Optimization exercise on an open flow, not production practice.
RTL: at most simulated, not proved equivalent.
Function not checked: runs 1 to 3.
Power: default activity.

==> design/flow/flow/run.sh <==
#!/bin/bash
# The standard layout (standard.sh, unchanged synthesis and steps) with two
# knobs the flow settings cannot reach: port buffers are buf_2 cells instead
# of the default delay cells, and timing repair aims for a larger setup slack.
# make's output goes to flow.log here; each ORFS step keeps its own log under
# orfs/logs/.
set -euo pipefail
export BUFFER_PORTS_ARGS="-buffer_cell sky130_fd_sc_hd__buf_2"
export SETUP_SLACK_MARGIN=5
bash standard.sh > flow.log 2>&1
==> design/flow/standard.sh <==
#!/bin/bash
# synth_recipe.tcl (not shown) runs the flow's synth.tcl, then flattens the netlist and writes it again
# the make line also repeats each setting of config.mk as NAME=value (left out here)
make -C /OpenROAD-flow-scripts/flow DESIGN_CONFIG=/design/flow/config.mk WORK_HOME=/design/flow/orfs CLKGATE_MAP_FILE= SYNTH_SCRIPT=/design/flow/synth_recipe.tcl "${@:-finish}"
==> design/flow/config.mk <==
export PLATFORM = sky130hd
export DESIGN_NAME = fairq_top
export DESIGN_NICKNAME = fairq_top
export VERILOG_FILES = /design/flow/design.v
export SDC_FILE = /design/flow/constraint.sdc
export NUM_CORES = 4
export LEC_CHECK = 0
export CAP_MARGIN = 20
export CORE_MARGIN = 2
export CORE_UTILIZATION = 40
export CTS_CLUSTER_DIAMETER = 150
export CTS_CLUSTER_SIZE = 20
export SLEW_MARGIN = 20
==> design/flow/constraint.sdc <==
create_clock -name core_clock -period 8.5 [get_ports {clk}]
set_input_delay 1.7000 -clock core_clock [delete_from_list [all_inputs] [get_ports {clk}]]
set_output_delay 1.7000 -clock core_clock [all_outputs]
set_load 0.01 [all_outputs]
==> design/flow/design.v <==
`default_nettype none
package fairq_pkg;
   typedef logic [64-1:0]              data_word_t;
   typedef logic [8-1:0]              ctrl_t;
   typedef logic [$clog2(8)-1:0]      queue_idx_t;
   typedef logic [8-1:0]              queue_mask_t;
   typedef logic [19-1:0]         sram_addr_t;
   typedef logic [15:0]                            flow_count_t;
   typedef logic [15:0]                            share_t;
   typedef logic [15:0]                            window_t;
   typedef enum logic [8:0] {
      CTRL_WORD = 9'b0_0000_0001,
      WORD_1    = 9'b0_0000_0010,
      WORD_2    = 9'b0_0000_0100,
      WORD_3    = 9'b0_0000_1000,
      WORD_4    = 9'b0_0001_0000,
      WORD_5    = 9'b0_0010_0000,
      WORD_6    = 9'b0_0100_0000,
      WORD_7    = 9'b0_1000_0000,
      WAIT_EOP  = 9'b1_0000_0000
   } parse_state_t;
   function automatic window_t ones_add(input window_t a, input window_t b);
      logic [16:0] sum;
      sum = {1'b0, a} + {1'b0, b};
      ones_add = sum[15:0] + {15'b0, sum[16]};
   endfunction
endpackage
`default_nettype wire
`timescale 1ns/1ps
`default_nettype none
module fairq_header_parser (
   input  logic                    clk,
   input  logic                    reset,
   input  logic                    in_wr,
   input  fairq_pkg::ctrl_t        in_ctrl,
   input  fairq_pkg::data_word_t   in_data,
   output logic                    ev_open,
   output logic                    ev_close,
   output fairq_pkg::queue_idx_t   dst_queue,
   output logic                    header_word,
   output logic                    rewrite_word,
   output fairq_pkg::queue_idx_t   src_queue
);
   localparam logic [3:0] S_CTRL = 4'd0;
   localparam logic [3:0] S_W1   = 4'd1;
   localparam logic [3:0] S_W2   = 4'd2;
   localparam logic [3:0] S_W3   = 4'd3;
   localparam logic [3:0] S_W4   = 4'd4;
   localparam logic [3:0] S_W5   = 4'd5;
   localparam logic [3:0] S_W6   = 4'd6;
   localparam logic [3:0] S_W7   = 4'd7;
   localparam logic [3:0] S_EOP  = 4'd8;
   logic [3:0]    state;
   logic [3:0]    state_next;
   logic          single_dest;
   logic          web_port;
   logic          word_6_seen;
   logic          hdr_single;
   logic [15:0]   ether_type;
   logic [7:0]    ip_proto;
   logic [15:0]   tcp_src_port;
   logic [15:0]   tcp_dst_port;
   logic          tcp_fin;
   logic          tcp_syn;
   logic          tcp_rst;
   logic          tcp_ack;
   assign ether_type   = in_data[31:16];
   assign ip_proto     = in_data[7:0];
   assign tcp_src_port = in_data[47:32];
   assign tcp_dst_port = in_data[31:16];
   assign tcp_fin      = in_data[0];
   assign tcp_syn      = in_data[1];
   assign tcp_rst      = in_data[2];
   assign tcp_ack      = in_data[4];
   assign web_port = (tcp_src_port == 16'd80) || (tcp_src_port == 16'd5001) ||
                     (tcp_dst_port == 16'd80) || (tcp_dst_port == 16'd5001);
   assign hdr_single = (in_data[7:0] != 8'd0) &&
                       ((in_data[7:0] & (in_data[7:0] - 8'd1)) == 8'd0);
   assign header_word = in_wr && (state == S_CTRL) && (in_ctrl == 8'hFF);
   always_comb begin
      state_next = state;
      if (in_wr) begin
         case (state)
            S_CTRL: if (in_ctrl == 8'hFF) state_next = S_W1;
            S_W1:   state_next = S_W2;
            S_W2:   state_next = (ether_type == 16'h0800) ? S_W3 : S_EOP;
            S_W3:   state_next = (ip_proto == 8'd6) ? S_W4 : S_EOP;
            S_W4:   state_next = S_W5;
            S_W5:   state_next = web_port ? S_W6 : S_EOP;
            S_W6:   state_next = (tcp_ack && !tcp_syn && !tcp_fin && !tcp_rst) ? S_W7 : S_EOP;
            default: state_next = S_EOP;
         endcase
         if (state != S_CTRL && in_ctrl != 8'd0) state_next = S_CTRL;
      end
   end
   always_ff @(posedge clk) begin
      if (reset) state <= S_CTRL;
      else       state <= state_next;
   end
   always_ff @(posedge clk) begin
      if (header_word) begin
         src_queue   <= in_data[16 +: 3];
         single_dest <= hdr_single;
         dst_queue   <= {|(in_data[7:0] & 8'b1111_0000),
                         |(in_data[7:0] & 8'b1100_1100),
                         |(in_data[7:0] & 8'b1010_1010)};
      end
   end
   assign word_6_seen = in_wr && (state == S_W6) && single_dest;
   assign ev_open  = word_6_seen && tcp_syn && tcp_ack;
   assign ev_close = word_6_seen && tcp_fin;
   assign rewrite_word = in_wr && (state == S_W7);
endmodule
`default_nettype wire
`timescale 1ns/1ps
`default_nettype none
module fairq_queue_lane (
   input  logic                   clk,
   input  logic                   reset,
   input  logic                   cap_en,
   input  logic [16:0]            cap_bus,
   input  logic                   open_en,
   input  fairq_pkg::flow_count_t open_bus,
   input  logic                   diff_en,
   input  fairq_pkg::flow_count_t diff_bus,
   input  logic                   set_live,
   output logic                   live,
   output logic [16:0]            cap4,
   output fairq_pkg::flow_count_t open_count,
   output fairq_pkg::flow_count_t flow_diff
);
   always_ff @(posedge clk) begin
      if (cap_en)  cap4       <= cap_bus;
      if (open_en) open_count <= open_bus;
      if (diff_en) flow_diff  <= diff_bus;
   end
   always_ff @(posedge clk) begin
      if (reset)         live <= 1'b0;
      else if (set_live) live <= 1'b1;
   end
endmodule
module fairq_step #(
   parameter int W = 16
) (
   input  logic [W-1:0] x,
   input  logic         down,
   output logic [W-1:0] y
);
   logic [W-1:0] t;
   assign t = down ? ~x : x;
   assign y[0] = ~x[0];
   for (genvar i = 1; i < W; i++) begin : g_bit
      assign y[i] = x[i] ^ (&t[i-1:0]);
   end
endmodule
`default_nettype wire
`timescale 1ns/1ps
`default_nettype none
module fairq_sub #(
   parameter int W = 17
) (
   input  logic [W-1:0] a,
   input  logic [W-1:0] b,
   output logic [W-1:0] d,
   output logic         ge
);
   localparam int L = $clog2(W);
   logic [W-1:0] x;
   logic [W-1:0] g [L+1];
   logic [W-1:0] p [L+1];
   assign x    = ~(a ^ b);
   assign g[0] = {a[W-1:1] & ~b[W-1:1], a[0] | ~b[0]};
   assign p[0] = x;
   for (genvar l = 0; l < L; l++) begin : g_level
      for (genvar i = 0; i < W; i++) begin : g_bit
         if (i >= (1 << l)) begin : g_join
            assign g[l+1][i] = g[l][i] | (p[l][i] & g[l][i-(1<<l)]);
            assign p[l+1][i] = p[l][i] & p[l][i-(1<<l)];
         end else begin : g_pass
            assign g[l+1][i] = g[l][i];
            assign p[l+1][i] = p[l][i];
         end
      end
   end
   assign d  = x ^ {g[L][W-2:0], 1'b1};
   assign ge = g[L][W-1];
endmodule
module fairq_eac_add (
   input  logic [15:0] a,
   input  logic [15:0] b,
   output logic [15:0] s
);
   logic [15:0] g [5];
   logic [15:0] p [5];
   logic [15:0] c;
   assign g[0] = a & b;
   assign p[0] = a | b;
   for (genvar l = 0; l < 4; l++) begin : g_level
      for (genvar i = 0; i < 16; i++) begin : g_bit
         assign g[l+1][i] = g[l][i] | (p[l][i] & g[l][(i+16-(1<<l))%16]);
         if (l < 3) begin : g_prop
            assign p[l+1][i] = p[l][i] & p[l][(i+16-(1<<l))%16];
         end else begin : g_noprop
            assign p[l+1][i] = 1'b0;
         end
      end
   end
   assign c = {g[4][14:0], g[4][15]};
   assign s = a ^ (b ^ c);
endmodule
module fairq_window_rewriter (
   input  logic                    clk,
   input  logic                    reset,
   input  logic                    clear,
   input  logic                    in_wr,
   input  fairq_pkg::ctrl_t        in_ctrl,
   input  fairq_pkg::data_word_t   in_data,
   input  logic                    rewrite_word,
   input  fairq_pkg::queue_idx_t   src_queue,
   input  logic                    port_free,
   output fairq_pkg::queue_idx_t   div_queue,
   output fairq_pkg::queue_idx_t   div_queue_next,
   input  logic                    port_live,
   input  logic [16:0]             port_cap4,
   input  fairq_pkg::flow_count_t  port_open,
   input  fairq_pkg::flow_count_t  port_diff,
   output logic                    out_wr,
   output fairq_pkg::ctrl_t        out_ctrl,
   output fairq_pkg::data_word_t   out_data
);
   localparam logic [3:0] LAST = 4'd15;
   logic [3:0]    step_count;
   logic [15:0]   divisor;
   logic [15:0]   remainder;
   logic [12:0]   quotient;
   logic          live_s;
   logic          sat;
   logic          open_ge;
   logic [15:0]   unused_open_d;
   logic          diff_ok;
   logic          diff_ok_r;
   logic [16:0]   part;
   logic [16:0]   dif;
   logic          ge;
   logic          sat_lo;
   logic [3:0]    unused_sat_d;
   logic [12:0]   code;
   fairq_sub #(.W(16)) u_flows (
      .a  (port_open),
      .b  (port_diff),
      .d  (unused_open_d),
      .ge (open_ge)
   );
   assign diff_ok = (port_diff != 16'd0) && open_ge;
   fairq_sub #(.W(4)) u_sat (
      .a  (remainder[3:0]),
      .b  (divisor[3:0]),
      .d  (unused_sat_d),
      .ge (sat_lo)
   );
   assign part = {remainder, quotient[12]};
   fairq_sub #(.W(17)) u_step (
      .a  (part),
      .b  ({1'b0, divisor}),
      .d  (dif),
      .ge (ge)
   );
   always_ff @(posedge clk) begin
      if (reset || clear) begin
         step_count <= 4'd0;
      end else if (step_count == 4'd0) begin
         if (port_free) step_count <= 4'd1;
      end else if (step_count == LAST) begin
         step_count <= 4'd0;
      end else begin
         step_count <= step_count + 4'd1;
      end
   end
   assign div_queue_next = reset ? 3'd0 :
                           (step_count == LAST) ? div_queue + 3'd1 : div_queue;
   always_ff @(posedge clk) begin
      div_queue <= div_queue_next;
   end
   always_ff @(posedge clk) begin
      if (step_count == 4'd0) begin
         live_s    <= port_live;
         diff_ok_r <= diff_ok;
         divisor   <= port_diff;
         remainder <= {12'd0, port_cap4[16:13]};
         quotient  <= port_cap4[12:0];
      end else if (step_count == 4'd1) begin
         if (!diff_ok_r) divisor <= 16'd1;
      end else if (step_count != LAST) begin
         if (step_count == 4'd2)
            sat <= (divisor[15:4] == 12'd0) && sat_lo;
         remainder <= ge ? dif[15:0] : part[15:0];
         quotient  <= {quotient[11:0], ge};
      end
   end
   always_comb begin
      if (!live_s)                     code = 13'd0;
      else if (sat)                    code = 13'd1;
      else if (quotient[12:8] == 5'd0) code = 13'h100;
      else                             code = quotient;
   end
   logic [12:0]   win_code [8];
   logic [12:0]   code_bus;
   logic [12:0]   src_code;
   assign code_bus = clear ? 13'd0 : code;
   for (genvar q = 0; q < 8; q++) begin : g_code
      always_ff @(posedge clk) begin
         if (clear || (step_count == LAST && div_queue == 3'(q)))
            win_code[q] <= code_bus;
      end
   end
   assign src_code = win_code[src_queue];
   logic                  has_share;
   fairq_pkg::window_t    new_window;
   fairq_pkg::window_t    new_window_n;
   always_ff @(posedge clk) begin
      has_share    <= (src_code != 13'd0);
      new_window   <= (src_code[12:8] == 5'd0) ? 16'hFFFF : {src_code, 3'b000};
      new_window_n <= (src_code[12:8] == 5'd0) ? 16'h0000 : ~{src_code, 3'b000};
   end
   fairq_pkg::window_t    old_window;
   fairq_pkg::window_t    old_checksum;
   fairq_pkg::window_t    csa_sum;
   fairq_pkg::window_t    csa_carry;
   fairq_pkg::window_t    ck_sum;
   fairq_pkg::data_word_t data_next;
   assign old_window   = in_data[63:48];
   assign old_checksum = in_data[47:32];
   assign csa_sum   = old_window ^ (old_checksum ^ new_window);
   assign csa_carry = (new_window & ~(old_window & old_checksum)) |
                      (new_window_n & ~(old_window | old_checksum));
   fairq_eac_add u_ck (
      .a (csa_sum),
      .b ({csa_carry[14:0], csa_carry[15]}),
      .s (ck_sum)
   );
   assign data_next = (rewrite_word && has_share) ?
                      {new_window, ~ck_sum, in_data[31:0]} : in_data;
   always_ff @(posedge clk) begin
      if (reset) out_wr <= 1'b0;
      else       out_wr <= in_wr;
   end
   always_ff @(posedge clk) begin
      out_ctrl <= in_ctrl;
      out_data <= data_next;
   end
endmodule
`default_nettype wire
`timescale 1ns/1ps
`default_nettype none
module fairq_top (
   input  logic                   clk,
   input  logic                   reset,
   input  logic                   in_wr,
   input  fairq_pkg::ctrl_t       in_ctrl,
   input  fairq_pkg::data_word_t  in_data,
   input  logic                   rd_dst_addr,
   input  fairq_pkg::queue_idx_t  dst_oq,
   input  fairq_pkg::sram_addr_t  dst_oq_high_addr,
   input  fairq_pkg::sram_addr_t  dst_oq_low_addr,
   output logic                   out_wr,
   output fairq_pkg::ctrl_t       out_ctrl,
   output fairq_pkg::data_word_t  out_data
);
   logic                      ev_open;
   logic                      ev_close;
   logic                      header_word;
   logic                      rewrite_word;
   fairq_pkg::queue_idx_t     src_queue;
   fairq_pkg::queue_idx_t     dst_queue;
   fairq_pkg::sram_addr_t     new_capacity;
   logic                      unused_cap_ge;
   logic                      clear;
   logic                      cfg_valid;
   fairq_pkg::queue_idx_t     cfg_queue;
   logic [16:0]               cfg_cap4;
   logic                      cfg_nz;
   logic [8-1:0] lane_live;
   logic [16:0]               lane_cap4  [8];
   fairq_pkg::flow_count_t    lane_open  [8];
   fairq_pkg::flow_count_t    lane_diff  [8];
   fairq_pkg::queue_idx_t     div_queue;
   fairq_pkg::queue_idx_t     div_queue_next;
   fairq_pkg::queue_idx_t     sel_next;
   fairq_pkg::queue_mask_t    sel_hot;
   logic                      a_next;
   logic                      b_next;
   fairq_pkg::queue_idx_t     b_queue_next;
   logic                      port_free;
   logic                      sel_live;
   logic [16:0]               sel_cap4;
   fairq_pkg::flow_count_t    sel_open;
   fairq_pkg::flow_count_t    sel_diff;
   logic                      same_queue;
   logic                      a_open;
   logic                      a_close;
   logic                      a_two;
   logic                      b_open_early;
   logic                      b_close_early;
   logic                      b_open;
   logic                      b_close;
   fairq_pkg::queue_idx_t     b_queue;
   logic                      do_open;
   logic                      do_close;
   logic                      open_two;
   logic [16:0]               cap_bus;
   fairq_pkg::flow_count_t    open_bus;
   fairq_pkg::flow_count_t    diff_bus;
   fairq_pkg::flow_count_t    diff_next;
   fairq_header_parser u_parser (
      .clk           (clk),
      .reset         (reset),
      .in_wr         (in_wr),
      .in_ctrl       (in_ctrl),
      .in_data       (in_data),
      .ev_open       (ev_open),
      .ev_close      (ev_close),
      .dst_queue     (dst_queue),
      .header_word   (header_word),
      .rewrite_word  (rewrite_word),
      .src_queue     (src_queue)
   );
   assign same_queue = (src_queue == dst_queue);
   always_ff @(posedge clk) begin
      if (reset) begin
         a_open        <= 1'b0;
         a_close       <= 1'b0;
         b_open_early  <= 1'b0;
         b_close_early <= 1'b0;
         b_open        <= 1'b0;
         b_close       <= 1'b0;
      end else begin
         a_open        <= ev_open;
         a_close       <= ev_close && same_queue;
         b_open_early  <= ev_open && !same_queue;
         b_close_early <= ev_close && !same_queue;
         b_open        <= b_open_early;
         b_close       <= b_close_early;
      end
   end
   assign b_queue_next = (ev_open || ev_close) ? dst_queue : b_queue;
   always_ff @(posedge clk) begin
      if (ev_open || ev_close) a_two <= same_queue;
      b_queue <= b_queue_next;
   end
   assign port_free = !(a_open || a_close || b_open || b_close);
   assign a_next    = (ev_open || (ev_close && same_queue)) && !reset;
   assign b_next    = b_open_early || b_close_early;
   always_comb begin
      if (a_next)      sel_next = src_queue;
      else if (b_next) sel_next = b_queue_next;
      else             sel_next = div_queue_next;
   end
   always_ff @(posedge clk) begin
      sel_hot <= 8'd1 << sel_next;
   end
   always_comb begin
      sel_live = 1'b0;
      sel_cap4 = '0;
      sel_open = '0;
      sel_diff = '0;
      for (int q = 0; q < 8; q++) begin
         sel_live = sel_live | (sel_hot[q] & lane_live[q]);
         sel_cap4 = sel_cap4 | ({17{sel_hot[q]}} & lane_cap4[q]);
         sel_open = sel_open | ({16{sel_hot[q]}} & lane_open[q]);
         sel_diff = sel_diff | ({16{sel_hot[q]}} & lane_diff[q]);
      end
   end
   assign do_open  = a_open || b_open;
   assign do_close = a_close || b_close;
   assign open_two = a_open && a_two;
   fairq_pkg::flow_count_t    open_p1;
   fairq_pkg::flow_count_t    open_p2;
   fairq_pkg::flow_count_t    diff_p1;
   fairq_pkg::flow_count_t    diff_p2;
   fairq_pkg::flow_count_t    diff_m1;
   fairq_step #(.W(16)) u_open_p1 (.x(sel_open), .down(1'b0), .y(open_p1));
   fairq_step #(.W(15)) u_open_p2 (.x(sel_open[15:1]), .down(1'b0), .y(open_p2[15:1]));
   fairq_step #(.W(16)) u_diff_p1 (.x(sel_diff), .down(1'b0), .y(diff_p1));
   fairq_step #(.W(15)) u_diff_p2 (.x(sel_diff[15:1]), .down(1'b0), .y(diff_p2[15:1]));
   fairq_step #(.W(16)) u_diff_m1 (.x(sel_diff), .down(1'b1), .y(diff_m1));
   assign open_p2[0] = sel_open[0];
   assign diff_p2[0] = sel_diff[0];
   always_comb begin
      if (do_open && do_close) diff_next = open_two ? diff_p1 : sel_diff;
      else if (do_open)        diff_next = open_two ? diff_p2 : diff_p1;
      else                     diff_next = diff_m1;
   end
   assign open_bus = clear ? 16'd0 : (open_two ? open_p2 : open_p1);
   assign diff_bus = clear ? 16'd0 : diff_next;
   fairq_sub #(.W(19)) u_cap (
      .a  (dst_oq_high_addr),
      .b  (dst_oq_low_addr),
      .d  (new_capacity),
      .ge (unused_cap_ge)
   );
   always_ff @(posedge clk) begin
      clear     <= reset;
      cfg_valid <= rd_dst_addr && !reset;
      cfg_queue <= dst_oq;
      cfg_cap4  <= new_capacity[18:2];
      cfg_nz    <= (dst_oq_high_addr != dst_oq_low_addr);
   end
   assign cap_bus = clear ? 17'd0 : cfg_cap4;
   for (genvar q = 0; q < 8; q++) begin : g_lane
      logic cap_hit, open_hit, close_hit;
      assign cap_hit   = cfg_valid && (cfg_queue == 3'(q));
      assign open_hit  = do_open && sel_hot[q];
      assign close_hit = do_close && sel_hot[q];
      fairq_queue_lane u_lane (
         .clk         (clk),
         .reset       (clear),
         .cap_en      (clear || cap_hit),
         .cap_bus     (cap_bus),
         .open_en     (clear || open_hit),
         .open_bus    (open_bus),
         .diff_en     (clear || open_hit || close_hit),
         .diff_bus    (diff_bus),
         .set_live    ((cap_hit && cfg_nz) || open_hit || close_hit),
         .live        (lane_live[q]),
         .cap4        (lane_cap4[q]),
         .open_count  (lane_open[q]),
         .flow_diff   (lane_diff[q])
      );
   end
   fairq_window_rewriter u_rewriter (
      .clk          (clk),
      .reset        (reset),
      .clear        (clear),
      .in_wr        (in_wr),
      .in_ctrl      (in_ctrl),
      .in_data      (in_data),
      .rewrite_word (rewrite_word),
      .src_queue    (src_queue),
      .port_free    (port_free),
      .div_queue    (div_queue),
      .div_queue_next (div_queue_next),
      .port_live    (sel_live),
      .port_cap4    (sel_cap4),
      .port_open    (sel_open),
      .port_diff    (sel_diff),
      .out_wr       (out_wr),
      .out_ctrl     (out_ctrl),
      .out_data     (out_data)
   );
endmodule
`default_nettype wire
==> impl_metrics.toml, run 1 <==
[status]
status = "timing/DRC/antenna clean"

[clocking]
cts.sinks = 713
cts-root-buf = "clkbuf_16"
hold_buffers = 0
cts_made_buffers = 41
ctsLongestPathBuffers = 3
htreeDepth = 2
clk_latency_ps = 620
clkTransAtPathRegs_ps = 90
cts_tree = "yes"

[drt]
drtAntennaViolNets = 0
vias_per_cell = 5.657
wl_per_cell_um = 22.01
vias = 21044
dr.pass1.iters = 7
drc = 0
finalWirelength_um = 81880
first_iter_violations = 1782

[power_and_ir_drop]
p_leak_nw = 13.07
total_power_mw = 7.147
p_per_area_nw_per_um2 = 203.7
max-vdd-ir-drop_v = 0.0001975

[hold_path]
hold_depth = 2
min_from = "u_rewriter.new_window[15]$_SDFF_PP1_"
hold_path.class = "flop to flop"

[floorplan]
fp.dieH_um = 283.3
num_rows = 102
dieArea_um2 = 80260
ioPinCount = 190
die_w_um = 283.3
start_util = 0.4034
core-area_um2 = 77340

[synth]
synthFlopType = "edfxtp_1"
ys_warn_count = 23
synth_cell_types = 100
synth_area_per_cell_um2 = 12.56
yosysSeqAreaShare = 0.6307
syn_inst = 2484
yosysMostFrequentCell = "edfxtp_1"
synth_top_area_cell = "edfxtp_1"
synthDominantCellAreaShare = 0.5197
synth.top_cells.by_count = "edfxtp_1, nor2_1, dfxtp_1, nand2_1, a22oi_1"
ys_top_cells_by_area = "edfxtp_1, dfxtp_1, a22oi_1, ha_1, nor2_1"
syn_area_um2 = 31200
async_flop_share = 0
synth_seq_cells = 713
synth_nets = 2676
synth-edff-count = 540

[cells_and_area]
area_delta_synth_final_pct = 12.42
final_cell_area_um2 = 35080
antenna_cells = 0
fillers = 7101
drive_gt1_frac = 0.1653
nNetsFinal = 2840
finish.utilization = 0.4536
finalNonFillerCells = 3720

[global_routing]
grt_pass1_vias = 21103
grt-ovfl-total = 0
antenna_found_initial = 0
grt_pass1_wl_um = 125600
grt_max_degree = 54
grt_use_total = 0.1988

[place]
dpl_cell_area_um2 = 33210
dp_cells = 3620
io_buffers = 189
place_hpwl_um = 52330
place_ws_ps = 4092
routabilityCongestion = 0.8734

[timing]
min_period_ps = 3448
fmax_mhz = 290.1
rsz0062_at_grt = "true"
fin_tns_setup_ps = 0
slew_headroom = 0.2463
fin_crit_sh = 0.4056
worst_pin_slew_ps = 1130
setup_slack_ps = 5052
fin_worst_hold_slack_ps = 457.5
finalHoldViolations = 0
finalClockSkew_ps = 44.65
drv_slew = 0
setup_viol = 0

[critical_path]
crit_fanout = 7
cp.arrival_ps = 3910
required_ps = 8960
r2r_start = "sel_hot[7]$_SDFF_PN0_"
cp.depth = 10
worstRegToRegCells = 13
crit_family = "simple AND/OR/NAND/NOR gates"
cp_slowest_stage_delay_ps = 460
path_cells = "buf_2, xnor3_1, nor3b_1, nor2_1, and2_1, and3_1, a221oi_2, o22ai_2, xnor2_1, o21ai_1"
cp-start-kind = "primary input"
crit_buf_inv = 1
cpMaxStageDelayCell = "xnor3_1"
setup.worst_path.end_class = "flop"
startpoint = "in_data[62]"
critPathKind = "primary input to flop"

[run]
maxCapViolations = 0
[per-layer routing]
| layer | vias to the layer above | track usage | wire length, um |
|---|---|---|---|
| li1 | 9779 | - | - |
| met1 | 10464 | 0.2659 | 35420 |
| met2 | 704 | 0.3461 | 40260 |
| met3 | 97 | 0.02287 | 4686 |
| met4 | 0 | 0.04643 | 1519 |
| met5 | - | 0 | 0 |
[timing repair]
action / 4_1_cts / 5_1_grt
setup buffers: 12 / 13
setup endpoints to repair: 211 / 180
pin swaps: 7 / 7
resized for setup: 35 / 57
[state kept, by name (all words and copies together), names as in the netlist, 14 cells and up]
signal,flops
u_rewriter.new_window,14
g_lane.u_lane.flow_diff,128
u_rewriter.divisor,16
u_rewriter.out_data,64
u_rewriter.new_window_n,14
u_rewriter.remainder,16
cfg_cap4,17
u_rewriter.win_code,104
g_lane.u_lane.open_count,128
g_lane.u_lane.cap4,136
[final cells by class]
class                           count  area [um^2]  area share
Multi-Input combinational cell   1549        11030      0.3144
Sequential cell                   713        19710      0.5618
Tap cell                         1040         1301     0.03710
Clock inverter                      3        42.54    0.001213
Timing Repair Buffer              238         1430     0.04077
Clock buffer                       72         1174     0.03346
Inverter                          105        395.4     0.01127
[cell usage in the layout, fill, tap and decap left out, types with 30 or more instances in the layout]
master     instances
a21o_1            42
a21oi_1           98
a221oi_1          44
a22o_1            37
a22oi_1          151
buf_2            189
buf_4             35
clkbuf_16         42
dfxtp_1          164
edfxtp_1         540
ha_1              74
inv_1             99
nand2_1          162
nand3_1           30
nand4_1           50
nor2_1           200
nor2b_1           36
nor3_1            46
o21ai_0           78
xnor2_1           51
[report_power, final]
group          switching [mW]  internal, mW  leakage, nW
Combinational           0.566         0.355         5.57
Sequential             0.0967          4.05         6.92
Clock                    1.13         0.952        0.580
[worst min-delay path, cell delays in order (launching register included)]
cell,delay (ps)
dfxtp_1,330
nand2_1,60
nand2_1,40
[final timing paths]
| check | slack, ps | to |
|---|---|---|
| worst max-delay path | 5050 | u_rewriter.out_data[40]$_DFF_P_ |
| worst min-delay path | 460 | u_rewriter.out_data[63]$_DFF_P_ |
| worst max register to register | 5170 | g_lane[1].u_lane.flow_diff[13]$_DFFE_PP_ |
| worst min register to register | 460 | u_rewriter.out_data[63]$_DFF_P_ |
[cell families (layout without fill, tap and decap cells)]
logic type / Yosys count / count (layout) / synth area share
XOR/XNOR: 89 / 89 / 0.03136
multiplexers: 40 / 40 / 0.01460
flip-flops: 713 / 713 / 0.6307
AND/OR/NAND/NOR: 691 / 691 / 0.1129
AO/OA/AOI/OAI: 645 / 645 / 0.1454
adder cells (fa/ha/maj): 84 / 84 / 0.03328
buffers and inverters: 222 / 418 / 0.03180
==> inputs of run 2 (changes only) <==
--- a/design/flow/flow/run.sh
+++ b/design/flow/flow/run.sh
@@ -8,3 +8,3 @@
 export BUFFER_PORTS_ARGS="-buffer_cell sky130_fd_sc_hd__buf_2"
-export SETUP_SLACK_MARGIN=5
+export SETUP_SLACK_MARGIN=5.3
 bash standard.sh > flow.log 2>&1
==> run 2 against run 1 <==
Against the previous run: still clean on timing, DRC and antenna; register-to-register slack improved by 240 ps; hold slack better by 2.8 ps; flip-flop and latch count unchanged; critical path type unchanged; largest cell class unchanged.
==> impl_metrics.toml, run 2 <==
[critical_path]
critPathKind = "primary input to flop"
cp_slowest_stage_delay_ps = 420
path_cells = "buf_12, xor3_2, nor3_4, o21ai_2, a221oi_2, o21a_1, a21bo_1, a31oi_2, xor2_1, o21ai_1"
cpMaxStageDelayCell = "xor3_2"
crit_fanout = 4
cp-start-kind = "primary input"
required_ps = 8970
setup.worst_path.end_class = "flop"
cp.arrival_ps = 3800

[synth]
synth_seq_cells = 713
synth_nets = 2676
synth_area_per_cell_um2 = 12.56
synth_cell_types = 100
yosysSeqAreaShare = 0.6307
ys_top_cells_by_area = "edfxtp_1, dfxtp_1, a22oi_1, ha_1, nor2_1"
async_flop_share = 0
syn_area_um2 = 31200
synth_top_area_cell = "edfxtp_1"
synthFlopType = "edfxtp_1"
synth.top_cells.by_count = "edfxtp_1, nor2_1, dfxtp_1, nand2_1, a22oi_1"
ys_warn_count = 23
synthDominantCellAreaShare = 0.5197
syn_inst = 2484
yosysMostFrequentCell = "edfxtp_1"
synth-edff-count = 540

[cells_and_area]
largest_reg_flops = 136
layout_commonest_cell = "edfxtp_1"
fillers = 6893
area_delta_synth_final_pct = 17.83
final_cell_area_um2 = 36770
nNetsFinal = 2916
regMostFlops = "g_lane.u_lane.cap4"
drive_gt1_frac = 0.2275
mostFrequentLayoutCells = "edfxtp_1, nor2_1, buf_2"
finish.utilization = 0.4754
top_regs = "g_lane.u_lane.cap4: 136 flops, g_lane.u_lane.flow_diff: 128 flops, g_lane.u_lane.open_count: 128 flops"

[place]
io_buffers = 189
place_hpwl_um = 53010
routabilityCongestion = 0.8921
dpl_cell_area_um2 = 33390

[hold_path]
hold_path.class = "flop to flop"

[timing]
fin_crit_sh = 0.3912
slew_headroom = 0.2948
rsz0062_at_grt = "true"
finalHoldViolations = 0
min_period_ps = 3325
drv_slew = 0
fin_tns_setup_ps = 0
worst_pin_slew_ps = 1058
finalClockSkew_ps = 33.71
fin_worst_hold_slack_ps = 460.3
fmax_mhz = 300.8
setup_viol = 0

[clocking]
ctsLongestPathBuffers = 3
cts_tree = "yes"
cts_made_buffers = 41
htreeDepth = 2
clk_latency_ps = 630
clkTransAtPathRegs_ps = 90
cts.sinks = 713
cts-root-buf = "clkbuf_16"

[power_and_ir_drop]
max-vdd-ir-drop_v = 0.0001400
p_leak_nw = 13.72
swShare = 0.2549
seq_power_share = 0.565
p_per_area_nw_per_um2 = 199.8
power.share.clock = 0.288
switchingPower_mw = 1.872
pwr-share-comb = 0.147
internal_power_mw = 5.472

[drt]
drtAntennaViolNets = 0
vias = 21607
finalWirelength_um = 86090
vias_per_cell = 5.691
drc = 0
first_iter_violations = 1672
dr.pass1.iters = 7
wl_per_cell_um = 22.67

[floorplan]
dieArea_um2 = 80260
fp.dieH_um = 283.3
start_util = 0.4034
core-area_um2 = 77340
ioPinCount = 190
die_w_um = 283.3
num_rows = 102

[run]
maxCapViolations = 0

[global_routing]
grt_use_total = 0.2075
grt_max_degree = 51
antenna_found_initial = 1
grt_pass1_wl_um = 129200
grt_pass1_vias = 21410
grt-ovfl-total = 0

[status]
status = "timing/DRC/antenna clean"
[run 2: cell type report]
cell class                 count  area (um^2)  share of cell area
sequential                   713        19710              0.5362
multi-input combinational   1549        11790              0.3207
timing repair buffer         313         2307             0.06276
tap                         1040         1301             0.03539
clock buffer                  71         1160             0.03155
inverter                     105        415.4             0.01130
clock inverter                 4        71.32            0.001940
timing repair inverter         1        5.005           0.0001361
antenna                        1        2.502          0.00006806
[run 2: worst max-delay path: cells and delay by family]
kind / cells / cell delay (ps)
AOI/OAI and AO/OA: 6 / 1160
xor gates and xnor gates: 2 / 610
buffers and inverters: 1 / 100
and+or+nand+nor: 1 / 230
[run 2: routing by layer]
metal / up-vias / GRT usage / part of all wire
met2: 828 / 0.3530 / 0.48
met5: - / 0 / 0
met4: 0 / 0.05794 / 0.026
met1: 10723 / 0.2767 / 0.42
met3: 130 / 0.02995 / 0.067
li1: 9926 / - / -
[run 2: per-stage QoR]
step	setup WS (ps)	total power [mW]	std cells
6_report	5175	7.344	3797
3_5_place_dp	4226	5.136	3614
4_1_cts	5156	7.325	3748
3_3_place_gp	4249	5.110	3614
2_1_floorplan	4941	4.836	2484
5_1_grt	5077	7.631	3796
[run 2: worst paths after layout]
kind                                               to  cells after the start                           startpoint  slack (ps)
min reg2reg           u_rewriter.out_data[55]$_DFF_P_                      2  u_rewriter.new_window[7]$_SDFF_PP1_         460
min                   u_rewriter.out_data[55]$_DFF_P_                      2  u_rewriter.new_window[7]$_SDFF_PP1_         460
max                   u_rewriter.out_data[47]$_DFF_P_                     10                          in_data[36]        5180
max reg2reg  g_lane[0].u_lane.flow_diff[14]$_DFFE_PP_                     13                sel_hot[4]$_SDFF_PN0_        5410
[run 2: timing repair]
item                       4_1_cts  5_1_grt
gates resized for setup        143      128
cloned                           0        2
pin swaps                       59       67
hold buffers                     0        0
setup endpoints to repair      318      190
buffers inserted                59       46
[run 2: power groups by stage]
stage	Clock, mW	Combinational [mW]	Sequential (mW)
floorplan	0	0.642	4.19
global placement	0	0.889	4.22
detailed placement	0	0.905	4.23
CTS	2.17	1.01	4.15
global route	2.28	1.18	4.18
finish	2.12	1.08	4.15
[run 2: logic make-up after synthesis]
group / Yosys count / synth area share
and+or+nand+nor: 691 / 0.1129
AOI/OAI and AO/OA: 645 / 0.1454
muxes: 40 / 0.01460
DFF: 713 / 0.6307
adders and majority gates: 84 / 0.03328
buffers and inverters: 222 / 0.03180
xor gates and xnor gates: 89 / 0.03136
==> inputs of run 3 (changes only) <==
--- a/design/flow/design.v
+++ b/design/flow/design.v
@@ -187,6 +187,6 @@
 endmodule
-module fairq_eac_add (
+module fairq_eac_carry (
    input  logic [15:0] a,
    input  logic [15:0] b,
-   output logic [15:0] s
+   output logic [15:0] c
 );
@@ -194,3 +194,2 @@
    logic [15:0] p [5];
-   logic [15:0] c;
    assign g[0] = a & b;
@@ -208,3 +207,2 @@
    assign c = {g[4][14:0], g[4][15]};
-   assign s = a ^ (b ^ c);
 endmodule
@@ -328,6 +326,10 @@
    fairq_pkg::window_t    csa_carry;
-   fairq_pkg::window_t    ck_sum;
-   fairq_pkg::data_word_t data_next;
    assign old_window   = in_data[63:48];
    assign old_checksum = in_data[47:32];
+   logic [15:0]           csa_rot;
+   logic [15:0]           ck_carry;
+   logic [15:0]           ck_half;
+   logic                  rewrite;
+   fairq_pkg::window_t    ck_part;
+   fairq_pkg::window_t    ck_carry_r;
    assign csa_sum   = old_window ^ (old_checksum ^ new_window);
@@ -335,9 +337,10 @@
                       (new_window_n & ~(old_window | old_checksum));
-   fairq_eac_add u_ck (
+   assign csa_rot   = {csa_carry[14:0], csa_carry[15]};
+   fairq_eac_carry u_ck (
       .a (csa_sum),
-      .b ({csa_carry[14:0], csa_carry[15]}),
-      .s (ck_sum)
+      .b (csa_rot),
+      .c (ck_carry)
    );
-   assign data_next = (rewrite_word && has_share) ?
-                      {new_window, ~ck_sum, in_data[31:0]} : in_data;
+   assign ck_half = old_window ^ (old_checksum ^ (new_window ^ csa_rot));
+   assign rewrite = rewrite_word && has_share;
    always_ff @(posedge clk) begin
@@ -346,6 +349,12 @@
    end
+   fairq_pkg::window_t    out_window;
+   logic [31:0]           out_low;
    always_ff @(posedge clk) begin
-      out_ctrl <= in_ctrl;
-      out_data <= data_next;
+      out_ctrl   <= in_ctrl;
+      out_window <= rewrite ? new_window : old_window;
+      out_low    <= in_data[31:0];
+      ck_part    <= rewrite ? ~ck_half : old_checksum;
+      ck_carry_r <= rewrite ? ck_carry : 16'd0;
    end
+   assign out_data = {out_window, ck_part ^ ck_carry_r, out_low};
 endmodule
==> run 3 against run 2 <==
Against the previous run: non-clock buffer count rose by 11; wire length rose by 1.8%; core utilization barely moved; combinational power is 11% lower; largest cell class unchanged; clock-buffer cell count grew 3; cell count increased by 1.2%; first-iteration DRC count grew 6.2%; global-route usage rose by 0.34 points; largest power group unchanged.
==> impl_metrics.toml, run 3 <==
[status]
status = "timing/DRC/antenna clean"

[cells_and_area]
largest_reg_flops = 136
mostFrequentLayoutCells = "edfxtp_1, nor2_1, dfxtp_1, buf_2, nand2_1"
layout_commonest_cell = "edfxtp_1"
area_delta_synth_final_pct = 17.81
final_cell_area_um2 = 36830
nNetsFinal = 2959
finalNonFillerCells = 3842
drive_gt1_frac = 0.2168
finish.utilization = 0.4754
fillers = 6834
top_regs = "g_lane.u_lane.cap4: 136 flops, g_lane.u_lane.flow_diff: 128 flops, g_lane.u_lane.open_count: 128 flops"
regMostFlops = "g_lane.u_lane.cap4"

[critical_path]
cp-start-kind = "primary input"
cp_slowest_stage_delay_ps = 360
cp.arrival_ps = 3880
crit_end = "cfg_cap4[16]$_DFF_P_"
cpMaxStageDelayCell = "or3_4"
critPathKind = "primary input to flop"
worstRegToRegCells = 14
regToRegSetupSlack_ps = 5250
path_cells = "buf_6, ha_4, nor2b_4, o31a_1, o21ai_2, a21oi_2, o221a_4, a211o_1, or3_4, a31oi_4, xor2_1"
startpoint = "dst_oq_high_addr[1]"
setup.worst_path.end_class = "flop"
crit_fanout = 3
timing.rr.end = "g_lane[5].u_lane.flow_diff[13]$_DFFE_PP_"
r2r_start = "sel_hot[4]$_SDFF_PN0_"
required_ps = 9040

[clocking]
cts.sinks = 729
cts-root-buf = "clkbuf_16"
clkTransAtPathRegs_ps = 80
ctsLongestPathBuffers = 3
htreeDepth = 2
hold_buffers = 0
clk_latency_ps = 610
cts_tree = "yes"
cts_made_buffers = 42

[synth]
synthDominantCellAreaShare = 0.5188
synthAdderAreaFrac = 0.03506
syn_area_um2 = 31260
ys_top_cells_by_area = "edfxtp_1, dfxtp_1, a22oi_1, ha_1, nor2_1"
synthSimpleGateAreaFrac = 0.1064
yosysMostFrequentCell = "edfxtp_1"
yosys.area_share.xor_xnor = 0.03026
synth_nets = 2713
yosysSeqAreaShare = 0.6398
synth-compound-area-share = 0.1447
synth_top_area_cell = "edfxtp_1"
synth.top_cells.by_count = "edfxtp_1, nor2_1, dfxtp_1, a22oi_1, nand2_1"
synth_top_family_by_area = "compound AO/OA/AOI/OAI gates"
synth_seq_cells = 729
muxShareOfSynthArea = 0.01393
synth_area_per_cell_um2 = 12.40
synth-edff-count = 540
ys_warn_count = 23
async_flop_share = 0
synthFlopType = "edfxtp_1"
synth_cell_types = 84
syn_inst = 2521

[power_and_ir_drop]
p_leak_nw = 13.73
p_per_area_nw_per_um2 = 198.8
total_power_mw = 7.320
max-vdd-ir-drop_v = 0.0001153

[floorplan]
dieArea_um2 = 80400
ioPinCount = 190
start_util = 0.4035
core-area_um2 = 77470
num_rows = 102
die_w_um = 283.5
fp.dieH_um = 283.5

[drt]
finalWirelength_um = 87670
wl_per_cell_um = 22.82
drc = 0
first_iter_violations = 1776
drtAntennaViolNets = 0
vias_per_cell = 5.671
vias = 21787
dr.pass1.iters = 8

[place]
io_buffers = 189
place_ws_ps = 4204
dp_cells = 3651
dpl_cell_area_um2 = 33710
place_hpwl_um = 54740
routabilityCongestion = 0.9058

[global_routing]
grt_pass1_wl_um = 131100
grt_max_degree = 57
antenna_found_initial = 1
grt-ovfl-total = 0
grt_pass1_vias = 21378
grt_use_total = 0.2109

[timing]
fin_worst_hold_slack_ps = 478.9
rsz0062_at_grt = "true"
setup_viol = 0
finalHoldViolations = 0
min_period_ps = 3335
worst_pin_slew_ps = 1147
fmax_mhz = 299.8
fin_crit_sh = 0.3924
drv_slew = 0
setup_slack_ps = 5165
fin_tns_setup_ps = 0
slew_headroom = 0.2355
finalClockSkew_ps = 24.44

[run]
maxCapViolations = 0

[hold_path]
hold_path.class = "flop to flop"
-- run 3: changes by cell type in the layout (fill, tap and decap cells not counted), sizes merged, moves of 17 or more --
cell,previous run,this run
xor2,22,46
a21oi,103,125
a21boi,21,4
nand2b,8,31
nor3b,22,4
-- run 3: routing by layer --
layer  wire length [um]  share of wire  GRT usage
met3               5794          0.066    0.03497
met1              35460           0.40     0.2683
met5                 11        0.00013          0
met4               2851          0.033    0.05992
met2              43550           0.50     0.3700
-- run 3: logic make-up after synthesis --
kind of cell             Yosys count
adder cells (fa/ha/maj)           90
AO/OA/AOI/OAI                    658
buffers and inverters            232
AND/OR/NAND/NOR                  667
XOR/XNOR                         108
flip-flops                       729
multiplexers                      37
-- run 3: how the worst min path moves through the flow --
| stage | start | endpoint | depth (start not counted) |
|---|---|---|---|
| global route | b_queue[1]$_DFF_P_ | b_queue[1]$_DFF_P_ | 1 |
| global placement | g_lane[4].u_lane.live$_SDFFE_PP0P_ | g_lane[4].u_lane.live$_SDFFE_PP0P_ | 2 |
| finish | b_queue[0]$_DFF_P_ | b_queue[0]$_DFF_P_ | 1 |
| detailed placement | b_queue[0]$_DFF_P_ | b_queue[0]$_DFF_P_ | 1 |
| CTS | b_queue[0]$_DFF_P_ | b_queue[0]$_DFF_P_ | 1 |
| floorplan | g_lane[0].u_lane.live$_SDFFE_PP0P_ | g_lane[0].u_lane.live$_SDFFE_PP0P_ | 2 |
-- run 3: worst max-delay path: cells and delay by family --
| kind | cells | cell delay [ps] |
|---|---|---|
| adder cells (fa/ha/maj) | 1 | 230 |
| buffers and inverters | 1 | 100 |
| AND/OR/NAND/NOR | 2 | 480 |
| XOR/XNOR | 1 | 140 |
| AO/OA/AOI/OAI | 6 | 1210 |
-- run 3: what timing repair did --
item / 4_1_cts / 5_1_grt
gates cloned: 4 / 0
resized for setup: 84 / 102
setup buffers: 67 / 41
pin swaps: 25 / 52
setup endpoints to repair: 368 / 187
endpoints found under the hold margin: 0 / 0
-- run 3: power by group --
group / switching (mW) / internal (mW) / leakage, nW
registers: 0.116 / 4.12 / 7.04
clock network: 1.15 / 0.967 / 0.587
logic: 0.587 / 0.374 / 6.11
total: 1.85 / 5.47 / 13.7
-- run 3: area by class of cell --
cell class,instances,area (um^2),share of cell area
inverter,110,429.2,0.01165
clock inverter,3,48.80,0.001325
sequential,729,20030,0.5440
clock buffer,74,1192,0.03238
tap,1040,1301,0.03533
multi-input combinational,1560,11490,0.3120
timing repair buffer,324,2326,0.06316
antenna,2,5.005,0.0001359
==> inputs of run 4 (changes only) <==
--- a/design/flow/design.v
+++ b/design/flow/design.v
@@ -238,3 +238,3 @@
    logic          diff_ok;
-   logic          diff_ok_r;
+   logic [3:0]    cap_top;
    logic [16:0]   part;
@@ -246,4 +246,4 @@
    fairq_sub #(.W(16)) u_flows (
-      .a  (port_open),
-      .b  (port_diff),
+      .a  (remainder),
+      .b  (divisor),
       .d  (unused_open_d),
@@ -251,3 +251,3 @@
    );
-   assign diff_ok = (port_diff != 16'd0) && open_ge;
+   assign diff_ok = (divisor != 16'd0) && open_ge;
    fairq_sub #(.W(4)) u_sat (
@@ -284,8 +284,9 @@
          live_s    <= port_live;
-         diff_ok_r <= diff_ok;
          divisor   <= port_diff;
-         remainder <= {12'd0, port_cap4[16:13]};
+         remainder <= port_open;
+         cap_top   <= port_cap4[16:13];
          quotient  <= port_cap4[12:0];
       end else if (step_count == 4'd1) begin
-         if (!diff_ok_r) divisor <= 16'd1;
+         if (!diff_ok) divisor <= 16'd1;
+         remainder <= {12'd0, cap_top};
       end else if (step_count != LAST) begin
@@ -406,6 +407,3 @@
    fairq_pkg::flow_count_t    sel_diff;
-   logic                      same_queue;
    logic                      a_open;
-   logic                      a_close;
-   logic                      a_two;
    logic                      b_open_early;
@@ -417,3 +415,2 @@
    logic                      do_close;
-   logic                      open_two;
    logic [16:0]               cap_bus;
@@ -435,3 +432,2 @@
    );
-   assign same_queue = (src_queue == dst_queue);
    always_ff @(posedge clk) begin
@@ -439,3 +435,2 @@
          a_open        <= 1'b0;
-         a_close       <= 1'b0;
          b_open_early  <= 1'b0;
@@ -446,5 +441,4 @@
          a_open        <= ev_open;
-         a_close       <= ev_close && same_queue;
-         b_open_early  <= ev_open && !same_queue;
-         b_close_early <= ev_close && !same_queue;
+         b_open_early  <= ev_open;
+         b_close_early <= ev_close;
          b_open        <= b_open_early;
@@ -455,7 +449,6 @@
    always_ff @(posedge clk) begin
-      if (ev_open || ev_close) a_two <= same_queue;
       b_queue <= b_queue_next;
    end
-   assign port_free = !(a_open || a_close || b_open || b_close);
-   assign a_next    = (ev_open || (ev_close && same_queue)) && !reset;
+   assign port_free = !(a_open || b_open || b_close);
+   assign a_next    = ev_open && !reset;
    assign b_next    = b_open_early || b_close_early;
@@ -482,22 +475,15 @@
    assign do_open  = a_open || b_open;
-   assign do_close = a_close || b_close;
-   assign open_two = a_open && a_two;
+   assign do_close = b_close;
    fairq_pkg::flow_count_t    open_p1;
-   fairq_pkg::flow_count_t    open_p2;
    fairq_pkg::flow_count_t    diff_p1;
-   fairq_pkg::flow_count_t    diff_p2;
    fairq_pkg::flow_count_t    diff_m1;
    fairq_step #(.W(16)) u_open_p1 (.x(sel_open), .down(1'b0), .y(open_p1));
-   fairq_step #(.W(15)) u_open_p2 (.x(sel_open[15:1]), .down(1'b0), .y(open_p2[15:1]));
    fairq_step #(.W(16)) u_diff_p1 (.x(sel_diff), .down(1'b0), .y(diff_p1));
-   fairq_step #(.W(15)) u_diff_p2 (.x(sel_diff[15:1]), .down(1'b0), .y(diff_p2[15:1]));
    fairq_step #(.W(16)) u_diff_m1 (.x(sel_diff), .down(1'b1), .y(diff_m1));
-   assign open_p2[0] = sel_open[0];
-   assign diff_p2[0] = sel_diff[0];
    always_comb begin
-      if (do_open && do_close) diff_next = open_two ? diff_p1 : sel_diff;
-      else if (do_open)        diff_next = open_two ? diff_p2 : diff_p1;
+      if (do_open && do_close) diff_next = sel_diff;
+      else if (do_open)        diff_next = diff_p1;
       else                     diff_next = diff_m1;
    end
-   assign open_bus = clear ? 16'd0 : (open_two ? open_p2 : open_p1);
+   assign open_bus = clear ? 16'd0 : open_p1;
    assign diff_bus = clear ? 16'd0 : diff_next;
==> run 4 against run 3 <==
Against the previous run: still clean; register-to-register slack better by 190 ps; sequential share of layout area increased by 3.4 points; cell count shrank 6.9%; critical path type unchanged; critical endpoint is now u_rewriter.ck_carry_r[13]$_SDFF_PN0_.
==> impl_metrics.toml, run 4 <==
[critical_path]
timing.rr.end = "g_lane[2].u_lane.open_count[14]$_DFFE_PP_"
r2r_start = "sel_hot[1]$_SDFF_PP0_"
startpoint = "in_data[53]"
cp-start-kind = "primary input"
critPathKind = "primary input to flop"
worstRegToRegCells = 8
cp.arrival_ps = 3770
regToRegSetupSlack_ps = 5440
crit_fanout = 4
setup.worst_path.end_class = "flop"
required_ps = 9020

[global_routing]
grt_max_degree = 62
grt_pass1_wl_um = 116500
antenna_found_initial = 1
grt_pass1_vias = 19677
grt-ovfl-total = 0
grt_use_total = 0.1901

[timing]
rsz0062_at_grt = "true"
fmax_mhz = 307.7
finalClockSkew_ps = 61.37
min_period_ps = 3250
slew_headroom = 0.2753
setup_slack_ps = 5250
finalHoldViolations = 0
setup_viol = 0
fin_crit_sh = 0.3824
drv_slew = 0
worst_pin_slew_ps = 1087
fin_tns_setup_ps = 0

[drt]
vias_per_cell = 5.525
vias = 19758
drc = 0
drtAntennaViolNets = 0
dr.pass1.iters = 6
wl_per_cell_um = 21.67
finalWirelength_um = 77490
first_iter_violations = 1682

[synth]
yosysSeqAreaShare = 0.6545
yosysMostFrequentCell = "edfxtp_1"
ys_warn_count = 23
synth_nets = 2523
syn_inst = 2342
synth_top_area_cell = "edfxtp_1"
synth_cell_types = 94
syn_area_um2 = 30770
synthDominantCellAreaShare = 0.5407
synth.top_cells.by_count = "edfxtp_1, dfxtp_1, nor2_1, nand2_1, a22oi_1"
synth-edff-count = 554
async_flop_share = 0
ys_top_cells_by_area = "edfxtp_1, dfxtp_1, a22oi_1, ha_1, xnor2_1"
synth_area_per_cell_um2 = 13.14
synth_seq_cells = 729
synthFlopType = "edfxtp_1"

[clocking]
hold_buffers = 0
clkTransAtPathRegs_ps = 90
clk_latency_ps = 640
ctsLongestPathBuffers = 3
cts_made_buffers = 42
cts.sinks = 729
cts_tree = "yes"
cts-root-buf = "clkbuf_16"
htreeDepth = 2

[place]
routabilityCongestion = 0.8800
io_buffers = 189
place_hpwl_um = 47530
place_ws_ps = 4489

[floorplan]
fp.dieH_um = 281.3
die_w_um = 281.3
dieArea_um2 = 79160
start_util = 0.4044
ioPinCount = 190
core-area_um2 = 76080
num_rows = 101

[cells_and_area]
drive_gt1_frac = 0.1752
area_delta_synth_final_pct = 13.40
fillers = 6811
multi_input_comb_area_um2 = 10380
largest_reg_flops = 136
nNetsFinal = 2693
layout_commonest_cell = "edfxtp_1"
regArea_um2 = 20170
mostFrequentLayoutCells = "edfxtp_1, buf_2, dfxtp_1"
regMostFlops = "g_lane.u_lane.cap4"
top_regs = "g_lane.u_lane.cap4: 136 flops, g_lane.u_lane.flow_diff: 128 flops, g_lane.u_lane.open_count: 128 flops"

[power_and_ir_drop]
p_per_area_nw_per_um2 = 215.8
p_leak_nw = 12.88
max-vdd-ir-drop_v = 0.0001502
total_power_mw = 7.531

[hold_path]
hold_path.class = "flop to flop"
hold_path_end = "u_rewriter.out_window[11]$_DFF_P_"
hold_depth = 2
min_from = "u_rewriter.new_window[11]$_SDFF_PP1_"

[run]
maxCapViolations = 0

[status]
status = "timing/DRC/antenna clean"
-- run 4: cell count changes after synthesis, sizes merged, moves of 13 or more --
cell and change:
a21oi -39, and3 -13, nor3 -27, inv -34
o21ai -41, nor2 -29, edfxtp +14, a31oi -18
dfxtp -14
-- run 4: where the power goes --
group / total (mW) / internal (mW) / switching [mW] / leakage (nW)
clock: 2.13 / 0.956 / 1.18 / 0.591
combinational: 1.09 / 0.437 / 0.652 / 5.21
sequential: 4.31 / 4.19 / 0.123 / 7.08
-- run 4: area by class of cell --
class	instances	area share
flip-flops and latches	729	0.5780
multi-input cells	1431	0.2976
repair buffers	234	0.04317
well taps	1030	0.03693
clock buffers	73	0.03346
inverters	74	0.008140
clock inverters	4	0.002654
diodes	1	0.00007172
-- run 4: worst max path at each step --
stage                                                       to  cells after the start
after floorplan           u_rewriter.ck_carry_r[13]$_SDFF_PN0_                      8
after global placement    u_rewriter.ck_carry_r[13]$_SDFF_PN0_                      9
after detailed placement  u_rewriter.ck_carry_r[13]$_SDFF_PN0_                      9
after CTS                 u_rewriter.ck_carry_r[13]$_SDFF_PN0_                      9
after global routing       u_rewriter.ck_carry_r[3]$_SDFF_PN0_                      9
final                     u_rewriter.ck_carry_r[13]$_SDFF_PN0_                      9
-- run 4: per-stage QoR --
| step | hold WS (ps) | std cells | cell area [um^2] | utilization |
|---|---|---|---|---|
| floorplan | 438.4 | 2342 | 31140 | - |
| global placement | 462.7 | 3470 | 32960 | 0.4333 |
| detailed placement | 476.9 | 3470 | 32960 | 0.4333 |
| CTS | 486.8 | 3556 | 34460 | 0.4530 |
| global route | 491.0 | 3575 | 34890 | 0.4586 |
| finish | 473.1 | 3576 | 34890 | 0.4587 |
-- run 4: kinds of logic after synthesis --
family,Yosys count,synth area share
flip-flops,729,0.6545
AND/OR/NAND/NOR,616,0.1015
AO/OA/AOI/OAI,555,0.1288
buffers and inverters,182,0.02668
XOR/XNOR,130,0.03798
adder cells (fa/ha/maj),81,0.03196
multiplexers,49,0.01850
-- run 4: layer usage --
metal  global-route usage  part of all wire  up-vias
li1                     -                 -     9177
met1               0.2591              0.45     9852
met4              0.04487             0.018        0
met3              0.02113             0.055       91
met5                    0                 0        -
met2               0.3265              0.48      638
-- run 4: timing repair --
item | 4_1_cts | 5_1_grt
buffers inserted | 9 | 16
setup endpoints to repair | 160 | 180
pin swaps | 6 | 16
gates cloned | 0 | 3
gates resized for setup | 27 | 44
-- run 4: critical path, stage by stage --
cell	delay (ps)
buf_8	100
xor3_2	370
a21boi_2	160
maj3_2	310
maj3_2	310
a21bo_1	230
a221oi_4	290
nor2_1	90
a31o_1	210
==> inputs of run 5 (changes only) <==
--- a/design/flow/flow/run.sh
+++ b/design/flow/flow/run.sh
@@ -8,3 +8,3 @@
 export BUFFER_PORTS_ARGS="-buffer_cell sky130_fd_sc_hd__buf_2"
-export SETUP_SLACK_MARGIN=5.3
+export SETUP_SLACK_MARGIN=5.6
 bash standard.sh > flow.log 2>&1
==> run 5 against run 4 <==
Against the previous run: combinational power is 19% higher; first-iteration DRC count increased by 4.6%; sequential power about the same; sequential share of layout area is 3.1 points lower; largest cell class unchanged; still clean on timing, DRC and antenna; total power rose by 2.3%; synthesized cell count stayed put; hold slack better by 24 ps; clock skew shrank 19 ps; register-to-register slack gained 140 ps.
==> impl_metrics.toml, run 5 <==
[status]
status = "timing/DRC/antenna clean"

[timing]
rsz0062_at_grt = "true"
slew_headroom = 0.3294
drv_slew = 0
setup_viol = 0
fin_crit_sh = 0.3782
worst_pin_slew_ps = 1006
setup_slack_ps = 5286
min_period_ps = 3214
finalHoldViolations = 0
finalClockSkew_ps = 42.06
fmax_mhz = 311.1
fin_tns_setup_ps = 0

[critical_path]
critPathKind = "primary input to flop"
cp.arrival_ps = 3700
setup.worst_path.end_class = "flop"
required_ps = 8980
cp-start-kind = "primary input"
regToRegSetupSlack_ps = 5580
crit_fanout = 3

[synth]
synth_top_area_cell = "edfxtp_1"
syn_area_um2 = 30770
syn_inst = 2342
ys_top_cells_by_area = "edfxtp_1, dfxtp_1, a22oi_1, ha_1, xnor2_1"
yosysMostFrequentCell = "edfxtp_1"
yosys.area_share.xor_xnor = 0.03798
synthAdderAreaFrac = 0.03196
synthSimpleGateAreaFrac = 0.1015
synth_seq_cells = 729
synth_top_family_by_area = "compound AO/OA/AOI/OAI gates"
synth_area_per_cell_um2 = 13.14
synth-compound-area-share = 0.1288
ys_warn_count = 23
synth_nets = 2523
yosysSeqAreaShare = 0.6545
synthDominantCellAreaShare = 0.5407
synth-edff-count = 554
muxShareOfSynthArea = 0.01850
async_flop_share = 0
synth_cell_types = 94
synth.top_cells.by_count = "edfxtp_1, dfxtp_1, nor2_1, nand2_1, a22oi_1"
synthFlopType = "edfxtp_1"

[global_routing]
grt_max_degree = 63
grt_pass1_wl_um = 119700
grt_use_total = 0.1968
grt_pass1_vias = 20060
antenna_found_initial = 2
grt-ovfl-total = 0

[floorplan]
num_rows = 101
die_w_um = 281.3
dieArea_um2 = 79160
core-area_um2 = 76080
fp.dieH_um = 281.3
ioPinCount = 190
start_util = 0.4044

[cells_and_area]
antenna_cells = 0
fillers = 6592
multi_input_comb_area_um2 = 11160
area_delta_synth_final_pct = 19.96
mostFrequentLayoutCells = "edfxtp_1, buf_2, nand2_1"
regArea_um2 = 20200
nNetsFinal = 2810
largest_reg_flops = 136
final_cell_area_um2 = 36910
drive_gt1_frac = 0.2683
top_regs = "g_lane.u_lane.cap4: 136 flops, g_lane.u_lane.flow_diff: 128 flops, g_lane.u_lane.open_count: 128 flops"
finish.utilization = 0.4852
regMostFlops = "g_lane.u_lane.cap4"
layout_commonest_cell = "edfxtp_1"

[place]
place_ws_ps = 4486
place_hpwl_um = 48150
dpl_cell_area_um2 = 33040
io_buffers = 189
routabilityCongestion = 0.8760

[power_and_ir_drop]
switchingPower_mw = 1.997
max-vdd-ir-drop_v = 0.0001476
p_per_area_nw_per_um2 = 208.6
internal_power_mw = 5.704
pwr-share-comb = 0.169
p_leak_nw = 13.73
swShare = 0.2593
power.share.clock = 0.271
seq_power_share = 0.560
total_power_mw = 7.701

[drt]
wl_per_cell_um = 21.75
finalWirelength_um = 80270
wl_met1_um = 35590
dr.pass1.iters = 6
drc = 0
vias = 20320
top_layer_used = "met5"
vias_per_cell = 5.505
met3_length_um = 4329
first_iter_violations = 1759
drtAntennaViolNets = 0
dr_wl_met2_um = 38590

[clocking]
hold_buffers = 0
clk_latency_ps = 610
ctsLongestPathBuffers = 3
cts_made_buffers = 42
cts-root-buf = "clkbuf_16"
cts_tree = "yes"
cts.sinks = 729
htreeDepth = 2
clkTransAtPathRegs_ps = 100

[hold_path]
hold_path.class = "flop to flop"

[run]
maxCapViolations = 0
[run 5: cell counts after synthesis]
Identical to the previous run, type by type.
[run 5: power groups by stage]
stage	logic [mW]	clock network (mW)	registers (mW)
4_1_cts	1.17	2.15	4.31
3_3_place_gp	1.02	0	4.38
6_report	1.30	2.09	4.31
2_1_floorplan	0.746	0	4.35
5_1_grt	1.42	2.27	4.35
3_5_place_dp	1.04	0	4.39
[run 5: worst max-delay path, cell delays in order]
cell	delay [ps]
buf_8	100
xor3_2	380
a21boi_2	170
maj3_2	320
maj3_2	300
a21bo_1	200
a221oi_4	290
a21o_1	170
a21oi_1	60
[run 5: worst paths after layout]
kind | from | end | cells after the start
setup / recovery | in_data[37] | u_rewriter.ck_carry_r[1]$_SDFF_PN0_ | 9
hold reg to reg | g_lane[6].u_lane.live$_SDFFE_PP0P_ | g_lane[6].u_lane.live$_SDFFE_PP0P_ | 2
setup reg to reg | sel_hot[0]$_SDFF_PP0_ | g_lane[2].u_lane.flow_diff[15]$_DFFE_PP_ | 10
hold / removal | g_lane[6].u_lane.live$_SDFFE_PP0P_ | g_lane[6].u_lane.live$_SDFFE_PP0P_ | 2
[run 5: kinds of logic after synthesis]
logic type,after synthesis
xor+xnor,130
mux,49
simple gates,616
buf+inv,182
compound gates,555
fa+ha+maj,81
flops,729
[run 5: final cells by class]
class / instances / area share
flip-flops and latches: 729 / 0.5473
multi-input cells: 1431 / 0.3024
repair buffers: 351 / 0.07458
well taps: 1030 / 0.03492
clock buffers: 72 / 0.03153
inverters: 74 / 0.007898
clock inverters: 4 / 0.001424
[run 5: routing by layer]
metal	vias up	GRT usage
li1	9408	-
met3	97	0.02660
met4	2	0.05346
met5	-	0
met2	635	0.3297
met1	10178	0.2692
[run 5: timing repair]
action / 4_1_cts / 5_1_grt
buffers inserted: 69 / 66
gates resized for setup: 160 / 158
gates cloned: 6 / 2
setup endpoints to repair: 427 / 459
pin swaps: 72 / 77
[run 5: stage by stage]
| step | cells | hold slack, ps |
|---|---|---|
| after detailed placement | 3472 | 477.4 |
| after global routing | 3691 | 518.2 |
| after CTS | 3623 | 497.4 |
| final | 3691 | 497.2 |
| after global placement | 3472 | 460.4 |
| after floorplan | 2342 | 438.4 |
==> inputs of run 6 (changes only) <==
==> design/flow/flow/run.sh (replaced) <==
#!/bin/bash
# The standard layout (standard.sh, unchanged synthesis and steps) with two
# knobs the flow settings cannot reach: port buffers are buf_1 cells instead
# of the default delay cells, and timing repair aims for a larger setup slack.
# make's output goes to flow.log here; each ORFS step keeps its own log under
# orfs/logs/.
set -euo pipefail
export BUFFER_PORTS_ARGS="-buffer_cell sky130_fd_sc_hd__buf_1"
export SETUP_SLACK_MARGIN=5.6
bash standard.sh > flow.log 2>&1
--- a/design/flow/config.mk
+++ b/design/flow/config.mk
@@ -10,4 +10,5 @@
 export CORE_UTILIZATION = 40
-export CTS_CLUSTER_DIAMETER = 150
-export CTS_CLUSTER_SIZE = 20
+export CTS_CLUSTER_DIAMETER = 180
+export CTS_CLUSTER_SIZE = 26
 export SLEW_MARGIN = 20
+export TNS_END_PERCENT = 0
==> run 6 against run 5 <==
Against the previous run: sequential share of layout area is 4.4 points higher; critical endpoint is now u_rewriter.ck_carry_r[3]$_SDFF_PN0_; still clean on timing, DRC and antenna; synthesized cell count stayed put; largest cell class unchanged; register-to-register slack worse by 230 ps.
==> impl_metrics.toml, run 6 <==
[cells_and_area]
top_regs = "g_lane.u_lane.cap4: 136 flops, g_lane.u_lane.flow_diff: 128 flops, g_lane.u_lane.open_count: 128 flops"
layout_commonest_cell = "edfxtp_1"
multi_input_comb_area_um2 = 10130
area_delta_synth_final_pct = 10.96
regArea_um2 = 20170
antenna_cells = 0
largest_reg_flops = 136
mostFrequentLayoutCells = "edfxtp_1, buf_1, dfxtp_1"
drive_gt1_frac = 0.09317
fillers = 6924
regMostFlops = "g_lane.u_lane.cap4"
nNetsFinal = 2688

[synth]
synth_top_area_cell = "edfxtp_1"
yosysMostFrequentCell = "edfxtp_1"
synth_cell_types = 94
syn_inst = 2342
synth_seq_cells = 729
synthDominantCellAreaShare = 0.5407
synth_area_per_cell_um2 = 13.14
yosysSeqAreaShare = 0.6545
ys_warn_count = 23
synth-edff-count = 554
synthFlopType = "edfxtp_1"
syn_area_um2 = 30770
synth.top_cells.by_count = "edfxtp_1, dfxtp_1, nor2_1, nand2_1, a22oi_1"
synth_nets = 2523
ys_top_cells_by_area = "edfxtp_1, dfxtp_1, a22oi_1, ha_1, xnor2_1"
async_flop_share = 0

[critical_path]
r2r_start = "sel_hot[3]$_SDFF_PP0_"
critPathKind = "primary input to flop"
cp.arrival_ps = 3740
setup.worst_path.end_class = "flop"
regToRegSetupSlack_ps = 5350
required_ps = 9000
startpoint = "in_data[36]"
crit_end = "u_rewriter.ck_carry_r[3]$_SDFF_PN0_"
timing.rr.end = "g_lane[0].u_lane.flow_diff[15]$_DFFE_PP_"
worstRegToRegCells = 9
crit_fanout = 6
cp-start-kind = "primary input"

[clocking]
cts_made_buffers = 34
clkTransAtPathRegs_ps = 100
hold_buffers = 0
htreeDepth = 2
clk_latency_ps = 600
cts-root-buf = "clkbuf_16"
cts_tree = "yes"
ctsLongestPathBuffers = 3
cts.sinks = 729

[drt]
dr.pass1.iters = 6
drc = 0
drtAntennaViolNets = 0
finalWirelength_um = 75740
wl_per_cell_um = 21.26
met3_length_um = 4641
vias = 19647
first_iter_violations = 1652
top_layer_used = "met4"
dr_wl_met2_um = 36600
wl_met1_um = 33280
vias_per_cell = 5.514

[place]
place_ws_ps = 4388
routabilityCongestion = 0.8653
io_buffers = 189
place_hpwl_um = 47820

[timing]
min_period_ps = 3249
drv_slew = 0
finalClockSkew_ps = 25.22
fin_tns_setup_ps = 0
fin_crit_sh = 0.3822
rsz0062_at_grt = "true"
setup_viol = 0
fmax_mhz = 307.8
finalHoldViolations = 0
setup_slack_ps = 5251
worst_pin_slew_ps = 1074
slew_headroom = 0.2837

[power_and_ir_drop]
max-vdd-ir-drop_v = 0.0001041
total_power_mw = 7.286
p_leak_nw = 12.25
p_per_area_nw_per_um2 = 213.4

[floorplan]
num_rows = 101
core-area_um2 = 76080
ioPinCount = 190
fp.dieH_um = 281.3
dieArea_um2 = 79160
start_util = 0.4044
die_w_um = 281.3

[status]
status = "timing/DRC/antenna clean"

[global_routing]
antenna_found_initial = 0
grt_pass1_wl_um = 114100
grt_use_total = 0.1870
grt_max_degree = 51
grt_pass1_vias = 19359
grt-ovfl-total = 0

[run]
maxCapViolations = 0

[hold_path]
hold_path.class = "flop to flop"
==> run 6: cell counts after synthesis <==
No cell type changed its count.
==> run 6: cell families (layout without fill, tap and decap cells) <==
kind of cell             count (synthesis)  after routing  share of synthesized area
AO/OA/AOI/OAI                          555            555                     0.1288
AND/OR/NAND/NOR                        616            616                     0.1015
flip-flops                             729            729                     0.6545
adder cells (fa/ha/maj)                 81             81                    0.03196
buffers and inverters                  182            373                    0.02668
multiplexers                            49             49                    0.01850
XOR/XNOR                               130            130                    0.03798
==> run 6: worst max-delay path, stage by stage <==
cell	delay, ps
buf_1	180
or3b_2	570
a21boi_2	150
maj3_2	200
buf_4	100
buf_4	90
a21oi_1	40
nor4_1	260
nor3b_2	110
o41ai_1	340
==> run 6: worst min path at each step <==
| stage | startpoint | endpoint | slack [ps] | cells past startpoint |
|---|---|---|---|---|
| 4_1_cts | g_lane[6].u_lane.live$_SDFFE_PP0P_ | g_lane[6].u_lane.live$_SDFFE_PP0P_ | 490 | 2 |
| 5_1_grt | g_lane[6].u_lane.live$_SDFFE_PP0P_ | g_lane[6].u_lane.live$_SDFFE_PP0P_ | 510 | 2 |
| 3_5_place_dp | g_lane[6].u_lane.live$_SDFFE_PP0P_ | g_lane[6].u_lane.live$_SDFFE_PP0P_ | 470 | 2 |
| 3_3_place_gp | g_lane[6].u_lane.live$_SDFFE_PP0P_ | g_lane[6].u_lane.live$_SDFFE_PP0P_ | 460 | 2 |
| 6_report | g_lane[6].u_lane.live$_SDFFE_PP0P_ | g_lane[6].u_lane.live$_SDFFE_PP0P_ | 490 | 2 |
| 2_1_floorplan | u_rewriter.new_window[12]$_SDFF_PP1_ | u_rewriter.out_window[12]$_DFF_P_ | 440 | 2 |
==> run 6: final cells by class <==
class / count / area share
clock buffer: 58 / 0.02818
clock inverter: 4 / 0.001796
inverter: 74 / 0.008136
multi-input combinational: 1431 / 0.2967
sequential: 729 / 0.5908
tap: 1030 / 0.03775
timing repair buffer: 237 / 0.03658
==> run 6: what timing repair did <==
item                       CTS  global route
gates cloned                 0             1
setup endpoints to repair  422           453
resized for setup           53            56
pin swaps                   14            14
buffers inserted            12            15
==> run 6: report_power, final <==
group / leakage, nW / switching [mW] / internal, mW
Combinational: 4.69 / 0.646 / 0.423
Sequential: 7.08 / 0.122 / 4.19
Clock: 0.487 / 1.11 / 0.802
==> run 6: routing by layer <==
metal	vias up	global-route usage
met3	72	0.02328
met4	0	0.03764
met2	641	0.3238
li1	9156	-
met5	-	0
met1	9778	0.2534
==> run 6: metrics by stage <==
step	hold slack (ps)	util	cell area, um^2	std cells
after floorplan	438.4	-	30770	2342
after global placement	462.8	0.4261	32420	3473
after detailed placement	468.7	0.4261	32420	3473
after CTS	490.3	0.4437	33750	3547
after global routing	509.3	0.4488	34140	3563
final	485.3	0.4488	34140	3563
